Source: an optimization exercise on an open RTL-to-GDS flow (aim: small area, a short achievable clock period and few clock cycles per item). Production flows keep margins and buffers that such runs may drop. The RTL was checked by simulation tests, not by an equivalence proof against the original design. No activity file was given, so power comes from the tool's default toggle rates.

==> flow/design.v (excerpt) <==
module vpu_sp_top (
  input  logic        clk,
  input  logic        rst_n,
  input  logic        line_start,
  input  logic [7:0]  line_y,
  output logic        busy,
  output logic        line_done,
  output logic        param_req_en,
  output logic [3:0]  param_req_addr,
  input  logic [31:0] param_rdata,
  output logic        tile_req_en,
  output logic [15:0] tile_req_addr,
  input  logic [7:0]  tile_rdata,
  output logic        pal_req_en,
  output logic [9:0]  pal_req_addr,
  input  logic [31:0] pal_rdata,
  output logic        lb_rd_en,
  output logic [7:0]  lb_rd_addr,
  output logic        lb_wr_en,
  output logic [7:0]  lb_wr_addr,
  output logic [31:0] lb_wdata,
  input  logic [31:0] lb_rdata
);
Settings: LEC_CHECK=0, CAP_MARGIN=20, CORE_MARGIN=2, CORE_UTILIZATION=40, CTS_CLUSTER_DIAMETER=100, CTS_CLUSTER_SIZE=25, SLEW_MARGIN=75; clock period 11.0 ns.
standard.sh (not shown) runs the stock make flow with config.mk's settings and CLKGATE_MAP_FILE= SYNTH_SCRIPT=/design/flow/synth_recipe.tcl, a recipe that flattens the netlist after the stock synthesis.
==> flow/flow/run.sh <==
#!/bin/bash
# The standard layout, except that each port gets the smallest buffer
# (buf_1) instead of the one buffer_ports picks by default.
set -euo pipefail
export BUFFER_PORTS_ARGS="-buffer_cell sky130_fd_sc_hd__buf_1"
bash standard.sh finish > standard_flow.log 2>&1
Testbench counts at the start, summed over its fixed seeds: cycles 50,398, lines 512.
==> next run, changes <==
--- a/flow/design.v
+++ b/flow/design.v
@@ -213,19 +213,20 @@
   logic [1:0] k_bank;
   logic [7:0] k_t;
   logic [2:0] k_oyr;
   logic [2:0] k_oxr;
   logic [2:0] k_oxh;
   logic [1:0] k_s;
   logic [7:0] k_x;
   logic       k_took;      
+  logic       hz1;         
+  logic       hz2;         
+  logic       hz3;         
   logic       p1_v;
-  logic       p1_f;        
-  logic       p2_f;
   logic [7:0] p1_x;
   logic [6:0] p1_pal;
   logic       p2_v;
   logic [9:0] p2_pal_addr;
   logic [7:0] p2_x;
   logic       p3_v;
   logic [7:0] p3_x;
   logic       p4_v;
@@ -258,47 +259,47 @@
     vis_y = !oy9[8] && (oy9[7:6] == 2'b00) && ((oy9[5:3] & oy_hi_mask) == 3'b000);
   end
   logic       k_last;
   logic       k_free;
   logic       hazard;
   logic       take;
   logic       skip;        
   logic       next_sp;     
-  logic [8:0] k_dx;
+  function automatic logic near(input logic v, input logic [7:0] x, input logic [7:0] base);
+    logic [5:0] xm1;
+    xm1  = x[7:2] - 6'd1;
+    near = v && ((x[7:2] == base[7:2]) || (xm1 == base[7:2]));
+  endfunction
   always_comb begin
     logic [2:0] oxh_mask;
     case (k_s)
       2'd0: oxh_mask = 3'b000;
       2'd1: oxh_mask = 3'b001;
       2'd2: oxh_mask = 3'b011;
       default: oxh_mask = 3'b111;
     endcase
     k_last  = (k_x == 8'd255) || ((k_oxr == 3'd7) && ((k_oxh & oxh_mask) == oxh_mask));
     k_free  = !k_act || k_last;
-    k_dx    = {1'b0, k_x} - {1'b0, w_x};
-    hazard  = (k_act || p1_v || p2_v || p3_v)
-           && (k_took || p1_f || p2_f || (!k_dx[8] && k_dx[7:3] == 5'd0 && k_dx[2:0] != 3'd7));
+    hazard  = near(k_act, k_x, w_x) || hz1 || hz2 || hz3;
     take    = w1_arr && vis_y && k_free && !hazard;
     skip    = (w0_arr && (!param_rdata[31] || param_rdata[16])) || (w1_arr && !vis_y);
     next_sp = take || skip;
   end
   always_ff @(posedge clk) begin
     if (!rst_n) begin
       busy      <= 1'b0;
       line_done <= 1'b0;
       f_req     <= 1'b0;
       f_done    <= 1'b0;
       w0_arr    <= 1'b0;
       w1_arr    <= 1'b0;
       k_act     <= 1'b0;
       k_took    <= 1'b0;
       p1_v      <= 1'b0;
-      p1_f      <= 1'b0;
-      p2_f      <= 1'b0;
       p2_v      <= 1'b0;
       p3_v      <= 1'b0;
       p4_v      <= 1'b0;
       p5_v      <= 1'b0;
       p6_v      <= 1'b0;
     end else begin
       line_done <= 1'b0;
       w0_arr    <= f_req && !f_word;
@@ -314,18 +315,16 @@
       if (next_sp && f_idx == 3'd7) begin
         f_req  <= 1'b0;
         f_done <= 1'b1;
       end
       if (take)                 k_act <= 1'b1;
       else if (k_act && k_last) k_act <= 1'b0;
       k_took <= take;
       p1_v <= k_act;
-      p1_f <= k_took;
-      p2_f <= p1_f;
       p2_v <= p1_v;
       p3_v <= p2_v;
       p4_v <= p3_v;
       p5_v <= p4_v;
       p6_v <= p5_v;
     end
   end
   always_ff @(posedge clk) begin
@@ -342,32 +341,35 @@
       end
     end
     if (w0_arr) begin
       w_s <= param_rdata[25:24];
       w_x <= param_rdata[15:8];
       {w_oyb, w_oy} <= {1'b0, cur_y[5:0]} - {1'b0, param_rdata[5:0]};
       w_yh <= param_rdata[7:6];
     end
+    hz1 <= near(k_act, k_x,  w0_arr ? param_rdata[15:8] : w_x);
+    hz2 <= near(p1_v,  p1_x, w0_arr ? param_rdata[15:8] : w_x);
+    hz3 <= near(p2_v,  p2_x, w0_arr ? param_rdata[15:8] : w_x);
     if (k_free) begin
       k_bank <= param_rdata[29:28];
       k_t    <= param_rdata[23:16] + ({5'd0, oy9[5:3]} << w_s);
       k_oyr  <= oy9[2:0];
       k_oxr  <= 3'd0;
       k_oxh  <= 3'd0;
       k_s    <= w_s;
+      k_x    <= w_x;
     end else begin
       k_oxr <= k_oxr + 3'd1;
       if (k_oxr == 3'd7) begin
         k_t   <= k_t + 8'd1;
         k_oxh <= k_oxh + 3'd1;
       end
+      k_x <= k_x + 8'd1;
     end
-    if (take)        k_x <= w_x;
-    else if (!k_free) k_x <= k_x + 8'd1;
     p1_x   <= k_x;
     if (k_took) p1_pal <= {param_rdata[6], param_rdata[5:4], param_rdata[3:0]};
     p2_x        <= p1_x;
     p2_pal_addr <= p1_pal[6] ? {p1_pal[5:4], p1_pal[3:0], tile_rdata[3:0]}
                              : {p1_pal[5:4], tile_rdata};
     p3_x   <= p2_x;
     p4_x   <= p3_x;
     p4_src <= pal_rdata;
The changed run completed without violations; critical path depth stays the same; cell area rises by 2.6%; wire length rises by 6.9%; via count rises by 3.8%; fmax rises by 0.76%; clock power rises by about 2%; synthesized area rises by 2.6%; utilization falls by 0.12 points; global-route usage rises by 0.38 points.
Testbench counts after the change, summed over its fixed seeds: cycles 50,423, lines 512.

## re-timing with driven ports
How much do the figures lean on ideal ports? The routed layouts below were timed once more, with nothing changed but the port constraints.
Step 1: set_driving_cell puts a clkbuf_16 on clk and a buf_2 on each other input, an assumption about the parent block.
Step 2, shift: input delay + t, output delay - t, t = (earliest + latest rising clock arrival at the registers) / 2. This alone moves slack from input paths to output paths.
Three values: no drivers, after step 1, after step 2; two values: the first two.
| run | t (ns) | setup WS [ns] | slew at the worst register clock pin (ns) | worst slew at a driven data input, ns |
|---|---|---|---|---|
| the first run | 0.562 | 7.437 / 7.437 / 7.023 | 0.10 / 0.10 | 0.10 |
| the second run | 0.563 | 7.464 / 7.487 / 6.929 | 0.10 / 0.10 | 0.08 |
After both steps every run listed still meets setup and hold. The setup slack of the second run, which loses most, moves by +0.023 ns with the drivers and by -0.535 ns with both steps.
